From an optimization exercise on the open Yosys and OpenROAD flow, aimed at small area, a short achievable clock period and few clock cycles per item; shortcuts taken in it are not production practice.
Function was checked by simulation only, so behaviour that the tests miss may differ from the original.
Power is estimated from default activity; no workload was simulated.

File: run.sh
#!/bin/bash
# synth_recipe.tcl (not shown) runs the flow's synth.tcl, then flattens the netlist and writes it again
# the make line also repeats each setting of config.mk as NAME=value (left out here)
make -C /OpenROAD-flow-scripts/flow DESIGN_CONFIG=/design/flow/config.mk WORK_HOME=/design/flow/orfs CLKGATE_MAP_FILE= SYNTH_SCRIPT=/design/flow/synth_recipe.tcl finish
File: config.mk
export PLATFORM = sky130hd
export DESIGN_NAME = bounded_deque_with_dump
export DESIGN_NICKNAME = bounded_deque_with_dump
export VERILOG_FILES = /design/flow/design.v
export SDC_FILE = /design/flow/constraint.sdc
export NUM_CORES = 4
export LEC_CHECK = 0
export CAP_MARGIN = 20
export CORE_MARGIN = 2
export CORE_UTILIZATION = 40
export SLEW_MARGIN = 20
File: constraint.sdc
create_clock -name core_clock -period 5.0 [get_ports {aclk}]
set_input_delay 1.0000 -clock core_clock [delete_from_list [all_inputs] [get_ports {aclk}]]
set_output_delay 1.0000 -clock core_clock [all_outputs]
set_load 0.01 [all_outputs]
File: design.v
`default_nettype none
package bdq_pkg;
    localparam int OP_W     = 3;
    localparam int STATUS_W = 2;
    localparam int VALUE_W  = 32;
    typedef enum logic [OP_W-1:0] {
        OP_PUSH_FRONT = 3'd0,
        OP_PUSH_BACK  = 3'd1,
        OP_LIST       = 3'd2,
        OP_POP_FRONT  = 3'd3,
        OP_POP_BACK   = 3'd4
    } op_t;
    typedef enum logic [STATUS_W-1:0] {
        STAT_OK    = 2'd0,
        STAT_EMPTY = 2'd1,
        STAT_FULL  = 2'd2
    } status_t;
    typedef enum logic [2:0] {
        ACT_HOLD,
        ACT_PUSH_FRONT,
        ACT_PUSH_BACK,
        ACT_POP_FRONT,
        ACT_POP_BACK,
        ACT_ROTATE
    } act_t;
    typedef enum logic {
        ST_ACCEPT,
        ST_LIST
    } state_t;
endpackage
`default_nettype wire
`default_nettype none
import bdq_pkg::*;
module bdq_cell
#(
    parameter int DEPTH      = 16,
    parameter int DATA_WIDTH = 32,
    parameter int CNT_W      = 5,
    parameter int INDEX      = 0
) (
    input  wire logic                  aclk,
    input  bdq_pkg::act_t                act,
    input  wire logic [CNT_W-1:0]      count,
    input  wire logic [DATA_WIDTH-1:0] wr_value,
    input  wire logic [DATA_WIDTH-1:0] a_left,
    input  wire logic [DATA_WIDTH-1:0] a_right,
    input  wire logic [DATA_WIDTH-1:0] a_head,
    input  wire logic [DATA_WIDTH-1:0] b_left,
    input  wire logic [DATA_WIDTH-1:0] b_right,
    output logic      [DATA_WIDTH-1:0] a_q,
    output logic      [DATA_WIDTH-1:0] b_q
);
    localparam logic [CNT_W-1:0] A_SLOT = CNT_W'(INDEX);
    localparam logic [CNT_W-1:0] A_WRAP = CNT_W'(INDEX + 1);
    localparam logic [CNT_W-1:0] B_SLOT = CNT_W'(DEPTH - 1 - INDEX);
    logic [DATA_WIDTH-1:0] a_reg, a_next;
    logic [DATA_WIDTH-1:0] b_reg, b_next;
    always_comb begin
        a_next = a_reg;
        case (act)
            ACT_PUSH_FRONT: a_next = a_left;
            ACT_PUSH_BACK:  if (count == A_SLOT) a_next = wr_value;
            ACT_POP_FRONT:  a_next = a_right;
            ACT_ROTATE: begin
                if (count == A_WRAP) begin
                    a_next = a_head;
                end else if (count > A_SLOT) begin
                    a_next = a_right;
                end
            end
            default: a_next = a_reg;
        endcase
    end
    always_comb begin
        b_next = b_reg;
        case (act)
            ACT_PUSH_FRONT: if (count == B_SLOT) b_next = wr_value;
            ACT_PUSH_BACK:  b_next = b_right;
            ACT_POP_BACK:   b_next = b_left;
            default:        b_next = b_reg;
        endcase
    end
    always_ff @(posedge aclk) begin
        a_reg <= a_next;
        b_reg <= b_next;
    end
    assign a_q = a_reg;
    assign b_q = b_reg;
endmodule
`default_nettype wire
`default_nettype none
import bdq_pkg::*;
module bdq_ctrl
#(
    parameter int DEPTH      = 16,
    parameter int DATA_WIDTH = 32,
    parameter int CNT_W      = 5
) (
    input  wire logic                  aclk,
    input  wire logic                  aresetn,
    input  wire logic                  s_valid,
    output logic                       s_ready,
    input  wire logic [OP_W-1:0]       s_op,
    input  wire logic [VALUE_W-1:0]    s_value,
    output logic                       m_valid,
    input  wire logic                  m_ready,
    output logic      [STATUS_W-1:0]   m_status,
    output logic      [VALUE_W-1:0]    m_data,
    output logic      [CNT_W-1:0]      m_fill,
    output logic                       m_last,
    input  wire logic [DATA_WIDTH-1:0] a_head,
    input  wire logic [DATA_WIDTH-1:0] b_tail,
    output bdq_pkg::act_t              cell_act,
    output logic      [CNT_W-1:0]      cell_cnt,
    output logic      [DATA_WIDTH-1:0] wr_value
);
    localparam logic [CNT_W-1:0] CNT_FULL = CNT_W'(DEPTH);
    localparam logic [CNT_W-1:0] CNT_ONE  = CNT_W'(1);
    bdq_pkg::state_t             state_reg;
    bdq_pkg::state_t             state_next;
    logic [CNT_W-1:0]   cnt_reg, cnt_next;
    logic [CNT_W-1:0]   rem_reg, rem_next;
    logic               out_valid_reg, out_valid_next;
    bdq_pkg::status_t            out_status_reg;
    logic [VALUE_W-1:0] out_data_reg;
    logic [CNT_W-1:0]   out_fill_reg;
    logic               out_last_reg;
    logic               out_free;
    logic               load;
    bdq_pkg::status_t            res_status;
    logic [VALUE_W-1:0] res_data;
    logic [CNT_W-1:0]   res_fill;
    logic               res_last;
    logic               full;
    logic               empty;
    logic [63:0]        value_ext;
    logic [63:0]        head_ext;
    logic [63:0]        tail_ext;
    assign value_ext = 64'($unsigned(s_value));
    assign wr_value  = value_ext[DATA_WIDTH-1:0];
    assign head_ext  = 64'(a_head);
    assign tail_ext  = 64'(b_tail);
    assign full     = (cnt_reg == CNT_FULL);
    assign empty    = (cnt_reg == '0);
    assign out_free = !out_valid_reg || m_ready;
    assign cell_cnt = cnt_reg;
    always_comb begin
        state_next = state_reg;
        cnt_next   = cnt_reg;
        rem_next   = rem_reg;
        cell_act   = ACT_HOLD;
        load       = 1'b0;
        res_status = STAT_OK;
        res_data   = '0;
        res_fill   = cnt_reg;
        res_last   = 1'b1;
        s_ready    = 1'b0;
        unique case (state_reg)
            ST_ACCEPT: begin
                s_ready = out_free;
                if (s_valid && out_free) begin
                    load = 1'b1;
                    unique case (s_op)
                        OP_PUSH_FRONT, OP_PUSH_BACK: begin
                            if (full) begin
                                res_status = STAT_FULL;
                            end else begin
                                cell_act = (s_op == OP_PUSH_FRONT) ? ACT_PUSH_FRONT
                                                                   : ACT_PUSH_BACK;
                                cnt_next = cnt_reg + CNT_ONE;
                                res_fill = cnt_reg + CNT_ONE;
                            end
                        end
                        OP_LIST: begin
                            if (empty) begin
                                res_status = STAT_EMPTY;
                            end else begin
                                cell_act = ACT_ROTATE;
                                res_data = head_ext[VALUE_W-1:0];
                                res_last = (cnt_reg == CNT_ONE);
                                rem_next = cnt_reg - CNT_ONE;
                                if (cnt_reg != CNT_ONE) begin
                                    state_next = ST_LIST;
                                end
                            end
                        end
                        OP_POP_FRONT, OP_POP_BACK: begin
                            if (empty) begin
                                res_status = STAT_EMPTY;
                            end else if (s_op == OP_POP_FRONT) begin
                                cell_act = ACT_POP_FRONT;
                                res_data = head_ext[VALUE_W-1:0];
                                cnt_next = cnt_reg - CNT_ONE;
                                res_fill = cnt_reg - CNT_ONE;
                            end else begin
                                cell_act = ACT_POP_BACK;
                                res_data = tail_ext[VALUE_W-1:0];
                                cnt_next = cnt_reg - CNT_ONE;
                                res_fill = cnt_reg - CNT_ONE;
                            end
                        end
                        default: begin
                        end
                    endcase
                end
            end
            ST_LIST: begin
                if (out_free) begin
                    load     = 1'b1;
                    cell_act = ACT_ROTATE;
                    res_data = head_ext[VALUE_W-1:0];
                    res_last = (rem_reg == CNT_ONE);
                    rem_next = rem_reg - CNT_ONE;
                    if (rem_reg == CNT_ONE) begin
                        state_next = ST_ACCEPT;
                    end
                end
            end
            default: state_next = ST_ACCEPT;
        endcase
    end
    always_comb begin
        out_valid_next = out_valid_reg;
        if (load) begin
            out_valid_next = 1'b1;
        end else if (m_ready) begin
            out_valid_next = 1'b0;
        end
    end
    always_ff @(posedge aclk) begin
        if (!aresetn) begin
            state_reg     <= ST_ACCEPT;
            cnt_reg       <= '0;
            rem_reg       <= '0;
            out_valid_reg <= 1'b0;
        end else begin
            state_reg     <= state_next;
            cnt_reg       <= cnt_next;
            rem_reg       <= rem_next;
            out_valid_reg <= out_valid_next;
        end
    end
    always_ff @(posedge aclk) begin
        if (load) begin
            out_status_reg <= res_status;
            out_data_reg   <= res_data;
            out_fill_reg   <= res_fill;
            out_last_reg   <= res_last;
        end
    end
    assign m_valid  = out_valid_reg;
    assign m_status = out_status_reg;
    assign m_data   = out_data_reg;
    assign m_fill   = out_fill_reg;
    assign m_last   = out_last_reg;
endmodule
`default_nettype wire
`default_nettype none
import bdq_pkg::*;
module bounded_deque_with_dump
#(
    parameter int DEPTH      = 16,
    parameter int DATA_WIDTH = 32
) (
    input  wire logic                         aclk,
    input  wire logic                         aresetn,
    input  wire logic                         s_valid,
    output logic                              s_ready,
    input  wire logic        [OP_W-1:0]       s_op,
    input  wire logic signed [VALUE_W-1:0]    s_value,
    output logic                              m_valid,
    input  wire logic                         m_ready,
    output logic             [STATUS_W-1:0]   m_status,
    output logic signed      [VALUE_W-1:0]    m_data,
    output logic             [$clog2(DEPTH+1)-1:0] m_fill,
    output logic                              m_last
);
    localparam int CNT_W = $clog2(DEPTH + 1);
    bdq_pkg::act_t               cell_act;
    logic [CNT_W-1:0]      cell_cnt;
    logic [DATA_WIDTH-1:0] wr_value;
    logic [DATA_WIDTH-1:0] a_q      [DEPTH];
    logic [DATA_WIDTH-1:0] b_q      [DEPTH];
    logic [DATA_WIDTH-1:0] a_left_w [DEPTH];
    logic [DATA_WIDTH-1:0] a_right_w[DEPTH];
    logic [DATA_WIDTH-1:0] b_left_w [DEPTH];
    logic [DATA_WIDTH-1:0] b_right_w[DEPTH];
    logic [VALUE_W-1:0]    data_w;
    bdq_ctrl #(
        .DEPTH      (DEPTH),
        .DATA_WIDTH (DATA_WIDTH),
        .CNT_W      (CNT_W)
    ) u_ctrl (
        .aclk     (aclk),
        .aresetn  (aresetn),
        .s_valid  (s_valid),
        .s_ready  (s_ready),
        .s_op     (s_op),
        .s_value  (s_value),
        .m_valid  (m_valid),
        .m_ready  (m_ready),
        .m_status (m_status),
        .m_data   (data_w),
        .m_fill   (m_fill),
        .m_last   (m_last),
        .a_head   (a_q[0]),
        .b_tail   (b_q[DEPTH-1]),
        .cell_act (cell_act),
        .cell_cnt (cell_cnt),
        .wr_value (wr_value)
    );
    assign m_data = data_w;
    for (genvar i = 0; i < DEPTH; i++) begin : g_cell
        if (i == 0) begin : g_first
            assign a_left_w[i] = wr_value;
            assign b_left_w[i] = b_q[i];
        end else begin : g_mid_l
            assign a_left_w[i] = a_q[i-1];
            assign b_left_w[i] = b_q[i-1];
        end
        if (i == DEPTH - 1) begin : g_last
            assign a_right_w[i] = a_q[i];
            assign b_right_w[i] = wr_value;
        end else begin : g_mid_r
            assign a_right_w[i] = a_q[i+1];
            assign b_right_w[i] = b_q[i+1];
        end
        bdq_cell #(
            .DEPTH      (DEPTH),
            .DATA_WIDTH (DATA_WIDTH),
            .CNT_W      (CNT_W),
            .INDEX      (i)
        ) u_cell (
            .aclk     (aclk),
            .act      (cell_act),
            .count    (cell_cnt),
            .wr_value (wr_value),
            .a_left   (a_left_w[i]),
            .a_right  (a_right_w[i]),
            .a_head   (a_q[0]),
            .b_left   (b_left_w[i]),
            .b_right  (b_right_w[i]),
            .a_q      (a_q[i]),
            .b_q      (b_q[i])
        );
    end
endmodule
`default_nettype wire
==> results.py <==
metrics = {
    "clocking": {
        "clk_latency_ns": 0.74,
        "numCtsBuffers": 110,
        "cts_tree": "built",
        "post_cts_resized": 0,
        "htree_levels": 3,
        "ctsHoldBuffers": 0,
        "post_cts_buffers": 0,
        "root_buffer": "clkbuf_16",
        "cts_sinks": 1076,
        "cts_buffer_depth": 3,
        "clk_pin_slew_worst_paths_ns": 0.06,
    },
    "synthesis": {
        "synth_seq_cells": 1076,
        "ys.flop_type": "edfxtp_1",
        "synth_area_per_cell_um2": 12.61,
        "synth_area_leaders": "edfxtp_1 58%, a221o_1 15%, mux2_2 4.8%, a22oi_1 3.1%, mux2i_1 2.7%",
        "synth_most_common_cell": "edfxtp_1",
        "synthTopCellsByCount": "1064 x edfxtp_1, 844 x a221o_1, 375 x nand2_1",
        "yosysWarningCount": 28,
        "async_reset_ff_share_pct": 0,
        "synth_top_area_share_pct": 58.05,
        "ys_seq_area_share_pct": 58.48,
        "synthCells": 4366,
        "syn-num-nets": 4412,
        "yosys.area.top_type": "edfxtp_1",
        "synth_cell_types": 66,
        "synth_edf_count": 1064,
        "syn-cell-area_mm2": 0.05504,
    },
    "global_route": {
        "grt_pass1_wl_mm": 260.8,
        "met2_usage_pct": 38.13,
        "grt_antenna_before_repair": 4,
        "busiest_layer": "met2",
        "grt_remaining_overflow": 0,
        "grtUsageMet3_pct": 3.444,
        "grt_usage_pct": 24.34,
        "grt_pass1_vias": 38482,
        "grtUsageMet1_pct": 34.16,
        "grt_max_degree": 177,
    },
    "route": {
        "drtAntennaViolNets": 0,
        "drc": 0,
        "vias": 41250,
        "drt_iter0_drc": 5805,
        "finalWirelength_mm": 178.1,
        "dr.pass1.iters": 8,
        "vias_per_cell": 6.827,
        "wl_per_cell_um": 29.47,
    },
    "worst_setup_path": {
        "cp_slowest_cell": "buf_4",
        "reg2reg_from": "u_ctrl.cnt_reg[1]$_SDFF_PN0_",
        "r2r_cells": 10,
        "cp.required_ns": 5.59,
        "crit_chain": "inv_1 > ha_1 > or4b_1 > nand4_2 > o211a_4 > buf_12 > buf_4 > nand3_1 > o21ai_0 > a221o_1",
        "start_kind": "flip-flop",
        "r2r_end": "g_cell[3].u_cell.a_reg[15]$_DFFE_PP_",
        "crit_buf_inv": 3,
        "cp_data_arrival_time_ns": 4.70,
        "crit_family": "buffers and inverters",
        "r2r_slack_ns": 0.90,
        "critPathKind": "reg -> reg",
        "cp_max_fo": 105,
        "end_kind": "flip-flop",
        "max_stage_delay_ns": 0.64,
    },
    "timing": {
        "maxSlewHeadroom_pct": 21.05,
        "clock.fmax_mhz": 243.8,
        "clock_skew_ns": 0.03223,
        "worst_pin_slew_ns": 1.180,
        "period_minus_slack_ns": 4.102,
        "hold_viol": 0,
        "maxSlewViolCount": 0,
        "finalCritPeriodShare_pct": 82.05,
        "setup_tns_ns": 0,
        "rsz0062_at_grt": "false",
        "hold_slack_ns": 0.4765,
        "setup_viol": 0,
    },
    "final_layout": {
        "finalNonFillerCells": 6042,
        "fin_nets": 4197,
        "flow.area_growth_from_synthesis_pct": 12.11,
        "drive_gt1_share_pct": 14.25,
    },
    "floorplanning": {
        "dieArea_mm2": 0.1406,
        "num_rows": 136,
        "io_pins": 81,
        "start_util_pct": 40.18,
        "die_h_um": 375.0,
        "core_area_mm2": 0.1370,
        "die_w_um": 375.0,
    },
    "place": {
        "io_buffers": 80,
        "place_inst": 5833,
        "finalWeightedCongestion": 0.8105,
        "dp_hpwl_mm": 98.31,
    },
    "hold_path": {
        "hold_depth": 2,
        "hp-start": "u_ctrl.rem_reg[4]$_SDFFE_PN0P_",
        "hp-class": "reg -> reg",
        "hold_path_end": "u_ctrl.rem_reg[4]$_SDFFE_PN0P_",
    },
    "outcome": {
        "outcome": "complete, no violations",
    },
    "flow_run": {
        "maxCapViolCount": 0,
    },
    "power": {
        "pwr_density_cell_mw_per_mm2": 336.1,
        "worst_ir_drop_vdd_v": 0.0002943,
        "p_leak_nw": 20.73,
    },
}
==> layer usage <==
metal  routed length (µm)  vias to the layer above
li1                     -                    17469
met3                16450                      380
met4                 6637                        0
met2                81590                     2465
met1                73380                    20936
met5                    0                        -
==> worst max path at each step <==
| stage | from | slack, ns | cells after the start | endpoint |
|---|---|---|---|---|
| detailed placement | s_op[1] | 0.53 | 8 | g_cell[7].u_cell.a_reg[1]$_DFFE_PP_ |
| CTS | u_ctrl.cnt_reg[1]$_SDFF_PN0_ | 1.05 | 10 | g_cell[7].u_cell.a_reg[22]$_DFFE_PP_ |
| finish | u_ctrl.cnt_reg[1]$_SDFF_PN0_ | 0.90 | 10 | g_cell[3].u_cell.a_reg[15]$_DFFE_PP_ |
| global placement | s_op[1] | 0.55 | 8 | g_cell[8].u_cell.a_reg[1]$_DFFE_PP_ |
| global route | u_ctrl.cnt_reg[1]$_SDFF_PN0_ | 0.75 | 10 | g_cell[10].u_cell.a_reg[16]$_DFFE_PP_ |
| floorplan | s_op[2] | -0.31 | 10 | g_cell[0].u_cell.b_reg[0]$_DFFE_PP_ |
==> cell usage in the layout (no fill, tap or decap), drive strengths merged, types with 5 or more instances in the layout <==
cell type and count:
a21o 5, a21oi 94, a221o 844, a22o 30, a22oi 226, a31oi 9, and2 7, and3 35
buf 128, bufinv 13, clkbuf 135, clkdlybuf4s50 80, clkinv 49, clkinvlp 5, dfxtp 12, edfxtp 1064
ha 7, inv 47, mux2 237, mux2i 148, nand2 375, nand2b 6, nand3 55, nand4 22
nor2 278, nor2b 6, nor3 13, o2111ai 32, o21ai 238, xnor2 5
==> tightest hold or removal path: cells and delay by family (launching register included) <==
| family | cells | cell delay, ns |
|---|---|---|
| flops | 1 | 0.31 |
| simple gates | 1 | 0.06 |
| compound gates | 1 | 0.06 |
==> cell families (layout without fill, tap and decap cells) <==
| group | count (synthesis) | after routing | synth area share [%] |
|---|---|---|---|
| AND/OR/NAND/NOR | 810 | 810 | 6.249 |
| XOR/XNOR | 6 | 6 | 0.09547 |
| other | 0 | 2 | 0 |
| AO/OA/AOI/OAI | 1505 | 1505 | 23.06 |
| multiplexers | 385 | 385 | 7.547 |
| flip-flops | 1076 | 1076 | 58.48 |
| adder cells (fa/ha/maj) | 7 | 7 | 0.1591 |
| buffers and inverters | 577 | 457 | 4.401 |
==> layout make-up <==
type | instances | area, µm²
fill | 12046 | 75280
sequential | 1076 | 32190
multi-input combinational | 2713 | 20980
clock buffer | 135 | 2898
timing repair buffer | 208 | 2475
tap | 1794 | 2245
clock inverter | 72 | 754.5
inverter | 42 | 157.7
antenna | 2 | 5.005
==> metrics by stage <==
stage	area [µm²]	setup WS [ns]	util (%)	power [W]
finish	61710	0.8976	45.05	0.02074
detailed placement	58040	0.5257	42.37	0.01234
CTS	61690	1.050	45.04	0.02079
global placement	58040	0.5546	42.37	0.01230
global route	61710	0.7458	45.05	0.02130
floorplan	55050	-0.3064	-	0.01173
==> report_power, final <==
part / internal [W] / total [W] / switching [W]
clock: 0.00481 / 0.00856 / 0.00375
sequential: 0.0103 / 0.0105 / 0.000224
combinational: 0.000684 / 0.00168 / 0.000996
total: 0.0158 / 0.0207 / 0.00497
Testbench counts, summed over its fixed seeds: cycles 11,571, items 8,000.

## port drivers added, routing unchanged
The flow's constraints put no driver on any port. The routed layout listed below was extracted and timed again, unchanged, in two steps.
Step 1: set_driving_cell puts a clkbuf_16 on aclk and a buf_2 on each other input, an assumption about the parent block.
Step 2 times the ports against the registers' clock, not the clock port: input delays grow and output delays shrink by t, the midpoint of the rising clock arrivals with the driver on.
a / b / c = ideal ports / drivers / drivers and shift; a / b = the first two.
t, ns: 0.802
setup WS [ns]: 0.898 / 0.898 / 0.282
clock arrival spread, ns: 0.033 / 0.033
After both steps this run still meets setup and hold. For this run, drivers alone change the setup slack by 0.000 ns; drivers and shift together by -0.616 ns.
